What follows belongs to an exercise in optimizing a design on an open flow for small area, a short achievable clock period and few clock cycles per item; a production flow would make more cautious choices. The RTL was checked by simulation tests, not by an equivalence proof against the original design. Power and IR drop assume default switching activity.

juniper:
Design iter_multiplier, start of the top module:
module iter_multiplier (
    input  logic        clk,
    input  logic        rst_n,
    input  logic        mul_start,
    input  logic [63:0] a,
    input  logic [63:0] b,
    input  logic [1:0]  op,
    input  logic        word,
    input  logic        next,
    output logic [63:0] mul_result,
    output logic        mul_ok,
    output logic        busy
);
export LEC_CHECK = 0
export CAP_MARGIN = 20
export CORE_MARGIN = 2
export CORE_UTILIZATION = 40
export CTS_CLUSTER_DIAMETER = 60
export CTS_CLUSTER_SIZE = 24
export PLACE_DENSITY = 0.8
export SETUP_SLACK_MARGIN = 4.55
export SLEW_MARGIN = 20
create_clock -name core_clock -period 7.5 [get_ports {clk}]
standard.sh (not shown) runs the stock make flow with config.mk's settings and CLKGATE_MAP_FILE= SYNTH_SCRIPT=/design/flow/synth_recipe.tcl, a recipe that flattens the netlist after the stock synthesis.
==> flow/flow/run.sh <==
#!/bin/bash
set -e
export BUFFER_PORTS_ARGS="-buffer_cell sky130_fd_sc_hd__buf_1"
bash standard.sh > standard.log 2>&1
Both conditions hold for juniper: the flow ran to the end and the final layout passed the timing, DRC and antenna checks.
Testbench counts of juniper, summed over its fixed seeds: cycles 23,924, items 2,400.
Here is what was changed in the inputs of yarrow compared with juniper.
- swapping 4.55 for 4.5 in SETUP_SLACK_MARGIN
==> flow/flow/run.sh <==
#!/bin/bash
set -e
export BUFFER_PORTS_ARGS="-buffer_cell sky130_fd_sc_hd__buf_2"
bash standard.sh > standard.log 2>&1
Notes after the runs:
Power after layout (yarrow vs. juniper) decreases slightly. yarrow vs juniper — number of clock buffers in the layout dropped by more than 10%. From yarrow to juniper, xor/xnor share of the synthesized area did not move at all. Summary — post-placement setup slack, yarrow relative to juniper: lower, by 330 ps.
What amber does differently from yarrow at the input level:
- PLACE_DENSITY removed (was 0.8)
- CTS_CLUSTER_DIAMETER removed (was 60)
- SETUP_SLACK_MARGIN changed from 4.5 to 4.7
- CTS_CLUSTER_SIZE removed (was 24)
Findings:
- Going from yarrow to amber, routed wire length on met2 grows by 8.8%.
- Relative to yarrow, first-pass GRT wire length increased by 5.5% in amber.
- amber against yarrow: count of placed standard cells in the final layout, fillers left out rose 4.5%, minimum period implied by the final worst setup slack fell 97 ps.
Inputs modified between amber and harbor:
- SETUP_SLACK_MARGIN changed from 4.7 to 4.5
- CTS_CLUSTER_DIAMETER newly set to 60
- PLACE_DENSITY newly set to 0.8
- CAP_MARGIN changed from 20 to 5
- CTS_CLUSTER_SIZE newly set to 24
- SLEW_MARGIN changed from 20 to 5
==> flow/flow/run.sh <==
#!/bin/bash
set -e
export BUFFER_PORTS_ARGS="-buffer_cell sky130_fd_sc_hd__buf_1"
bash standard.sh > standard.log 2>&1
Notes after the runs:
harbor | status: complete | timing, DRC, antenna: pass. harbor against amber; number of buffers created by CTS is down by more than a quarter. Between amber and harbor, the final period demand of the worst path is lower for amber. Compared with amber, harbor shows a setup slack at placement that is 130 ps lower. From amber to harbor the numbers moved as follows: total wire length after detailed routing -about 9%; growth of design area from synthesis to finish shows a reduction of 10 points; slew at the pin closest to its max-slew limit higher. [harbor] cell area fell about 8% relative to amber. The estimated power of harbor ends up lower than the estimate for amber. Between amber and harbor, the flow reports clock power decreasing by more than 10%. Between amber and harbor, clock input transition at the sequential cells of the worst setup and hold paths increased. Delta(total of clock buffers placed in the layout, harbor - amber) < 0.


JK:
iter_multiplier, a different RTL version from the one above (not shown whole).
Size in the first run: roughly 2500 cells after synthesis, roughly 310 flip-flops, roughly 200 I/O pins.
clock: 7.5 ns
lec_check: 0
cap_margin: 20
core_margin: 2
core_utilization: 40
cts_buf_list: sky130_fd_sc_hd__clkbuf_8 sky130_fd_sc_hd__clkbuf_4
setup_slack_margin: 4.5
slew_margin: 20
==> flow/flow/run.sh <==
#!/bin/bash
set -e
export BUFFER_PORTS_ARGS="-buffer_cell sky130_fd_sc_hd__buf_2"
bash standard.sh > standard.log 2>&1
Testbench counts of JK, summed over its fixed seeds: cycles 23,924, items 2,400.
> inputs changed (JK -> MS)
# JK
export LEC_CHECK = 0
export CAP_MARGIN = 20
export CORE_MARGIN = 2
export CORE_UTILIZATION = 40
export CTS_BUF_LIST = sky130_fd_sc_hd__clkbuf_8 sky130_fd_sc_hd__clkbuf_4
export SETUP_SLACK_MARGIN = 4.5
export SLEW_MARGIN = 20
create_clock -name core_clock -period 7.5 [get_ports {clk}]
# MS
export LEC_CHECK = 0
export CAP_MARGIN = 20
export CORE_MARGIN = 2
export CORE_UTILIZATION = 40
export SETUP_SLACK_MARGIN = 4.5
export SLEW_MARGIN = 20
create_clock -name core_clock -period 7.5 [get_ports {clk}]
### Flow results
The launch point of the critical path comes out s_q[32] in one run and s_q[2] in the other, namely in MS and JK respectively.
Final net count, MS vs JK: down slightly
From JK to MS the numbers moved as follows: setup slack higher, TritonCTS buffer count lower.
JK has a higher portion of total power attributed to combinational logic than MS.
Worst hold slack: JK vs MS, no meaningful difference
Between JK and MS, the initial antenna violation count is lower for MS.


== indigo ==
iter_multiplier with an RTL version that a note above also has.
For scale: roughly 2500 cells after synthesis, ~200 I/O pins, roughly 25000 um^2 of cells after synthesis.
clock: 7.5 ns
lec_check: 0
cap_margin: 20
core_margin: 2
core_utilization: 40
cts_cluster_diameter: 60
cts_cluster_size: 24
place_density: 0.9
setup_slack_margin: 4.5
slew_margin: 20
==> flow/flow/run.sh <==
#!/bin/bash
set -e
export BUFFER_PORTS_ARGS="-buffer_cell sky130_fd_sc_hd__buf_1"
bash standard.sh > standard.log 2>&1
indigo: full flow OK, the timing, DRC and antenna checks passed
Testbench counts of indigo, summed over its fixed seeds: cycles 23,924, items 2,400.
Here is what was changed in the inputs of tundra compared with indigo.
- a deleted PLACE_DENSITY that had been 0.9
==> flow/flow/run.sh <==
#!/bin/bash
set -e
export BUFFER_PORTS_ARGS="-buffer_cell sky130_fd_sc_hd__buf_2"
bash standard.sh > standard.log 2>&1
Findings:
- The worst setup slack in tundra sits 110 ps above the value recorded for indigo.
- Side by side, worst path required time turned out higher in tundra than in indigo.
- STATUS maximum vdd drop: tundra loses against indigo
- indigo → tundra: number of vias per cell decreased by 0.31 relative to the old numbers; wire length decreased by 1.3% relative to the old numbers; final standard cell utilization of the core increased by 0.89 points relative to the old numbers; sequential fraction of total cell area decreased by 0.57 points relative to the old numbers.
- tundra vs indigo on placed wire-length estimate after detailed placement: tundra is the higher one.
- Signed area change from the synthesized netlist to the final layout: higher on tundra
## Diff of input files: sierra against tundra
- clearing CTS_CLUSTER_SIZE, which used to be 24
- swapping 4.5 for 4.3 in SETUP_SLACK_MARGIN
- clearing CTS_CLUSTER_DIAMETER, which used to be 60
==> comparison <==
- Compared sierra against tundra; number of vias after detailed routing within noise.
- Re starting utilization of the core area: no difference whatsoever between tundra and sierra.
- Re count of buffer and inverter cells on the critical path: no difference whatsoever between tundra and sierra.
- Per the comparison of sierra with tundra, die footprint held steady; final cell count held steady.
- c_q[2]$_SDFF_PP0_ as the beginning of the critical path was reported by tundra, and s_q[37]$_DFF_P_ by sierra.
- sierra vs tundra: first-pass GRT wire length up in sierra
[inputs] nickel vs sierra
- putting CTS_CLUSTER_DIAMETER at 60 where nothing was set
- putting PLACE_DENSITY at 0.8 where nothing was set
- swapping 4.3 for 4.5 in SETUP_SLACK_MARGIN
- putting CTS_CLUSTER_SIZE at 24 where nothing was set
==> flow/flow/run.sh <==
#!/bin/bash
set -e
export BUFFER_PORTS_ARGS="-buffer_cell sky130_fd_sc_hd__buf_1"
bash standard.sh > standard.log 2>&1
[summary]
- Summary of nickel over sierra: area added between synthesis and finish shows a reduction of 1.3 points, total power density per cell area shows a reduction of about 0.9%.
- The first-iteration DRC count in sierra is 0.79 times that in nickel.
- Maximum frequency ended up about 7% higher on nickel than on sierra.
- In nickel, the share of the final layout cell area in sequential cells came out 0.32 points above the value in sierra.
The following lists how fjord was set up differently from nickel:
- putting GPL_ROUTABILITY_DRIVEN at 0 where nothing was set
fjord and nickel ended up with nearly the same met3 global-route usage. fjord against nickel: path length in cells of the critical path did not really move, fraction of synthesized area in multiplexers did not really move, first-pass GRT wire length did not really move. From fjord to nickel, register area did not move at all. | number of hold-slack violations in the final timing report | fjord vs nickel | ≈ equal |.


## the reference run
iter_multiplier again, from the RTL that the note above started with.
clock: 7.5 ns
lec_check: 0
cap_margin: 20
core_margin: 2
core_utilization: 50
cts_cluster_diameter: 60
cts_cluster_size: 24
place_density: 0.85
setup_slack_margin: 4.5
slew_margin: 20
==> flow/flow/run.sh <==
#!/bin/bash
set -e
export BUFFER_PORTS_ARGS="-buffer_cell sky130_fd_sc_hd__buf_1"
bash standard.sh > standard.log 2>&1
Testbench counts of the reference run, summed over its fixed seeds: cycles 23,924, items 2,400.
What the trial run does differently from the reference run at the input level:
--- a/flow/config.mk
+++ b/flow/config.mk
@@ -10,4 +10,4 @@
-export CORE_UTILIZATION = 50
-export CTS_CLUSTER_DIAMETER = 60
-export CTS_CLUSTER_SIZE = 24
-export PLACE_DENSITY = 0.85
+export CORE_UTILIZATION = 40
+export CTS_CLUSTER_DIAMETER = 50
+export CTS_CLUSTER_SIZE = 32
+export PLACE_DENSITY = 0.8
--- outcome ---
- Across the reference run and the trial run, none had a timing, DRC or antenna violation.
- Comparing the trial run with the reference run, the power of the sequential group came out essentially unchanged.
- Changes observed in the trial run relative to the reference run: area of placed instances up 0.86%, design area up 420 sq um, depth of the most critical reg-to-reg path down 1.
- Gate count after technology mapping: the trial run vs the reference run identical
- The trial run ends up with a aggregate global-route resource usage that is 5.8 points lower than in the reference run.

==> re-timing with driven ports <==
Ports are ideal in the flow. The routed layouts listed here were re-timed in OpenROAD. Step 1 (the two cells are an assumption about what drives the block):
set clk [get_ports {clk}]
set_driving_cell -lib_cell sky130_fd_sc_hd__clkbuf_16 $clk
set_driving_cell -lib_cell sky130_fd_sc_hd__buf_2 [delete_from_list [all_inputs] $clk]
Step 2 times the ports against the registers' clock, not the clock port: input delays grow and output delays shrink by t, the midpoint of the rising clock arrivals with the driver on. Three values: ideal, step 1, step 2; two values: the first two.
run	shift t [ns]	setup slack, ns	latest minus earliest clock arrival (ns)
juniper	0.657	4.537 / 4.537 / 4.286	0.031 / 0.032
yarrow	0.652	4.556 / 4.556 / 4.483	0.038 / 0.038
amber	0.632	4.653 / 4.653 / 4.230	0.020 / 0.020
harbor	0.639	4.546 / 4.546 / 4.086	0.025 / 0.025
JK	0.744	4.523 / 4.503 / 4.215	0.046 / 0.047
MS	0.618	4.531 / 4.531 / 4.248	0.034 / 0.034
indigo	0.642	4.451 / 4.451 / 4.275	0.022 / 0.022
tundra	0.683	4.561 / 4.555 / 4.536	0.019 / 0.019
sierra	0.610	4.346 / 4.346 / 4.024	0.020 / 0.020
nickel	0.639	4.546 / 4.546 / 4.086	0.025 / 0.025
fjord	0.639	4.546 / 4.546 / 4.086	0.025 / 0.025
the reference run	0.661	4.530 / 4.530 / 4.381	0.038 / 0.039
the trial run	0.671	4.468 / 4.468 / 4.014	0.019 / 0.019
After both steps every run listed still meets setup and hold.
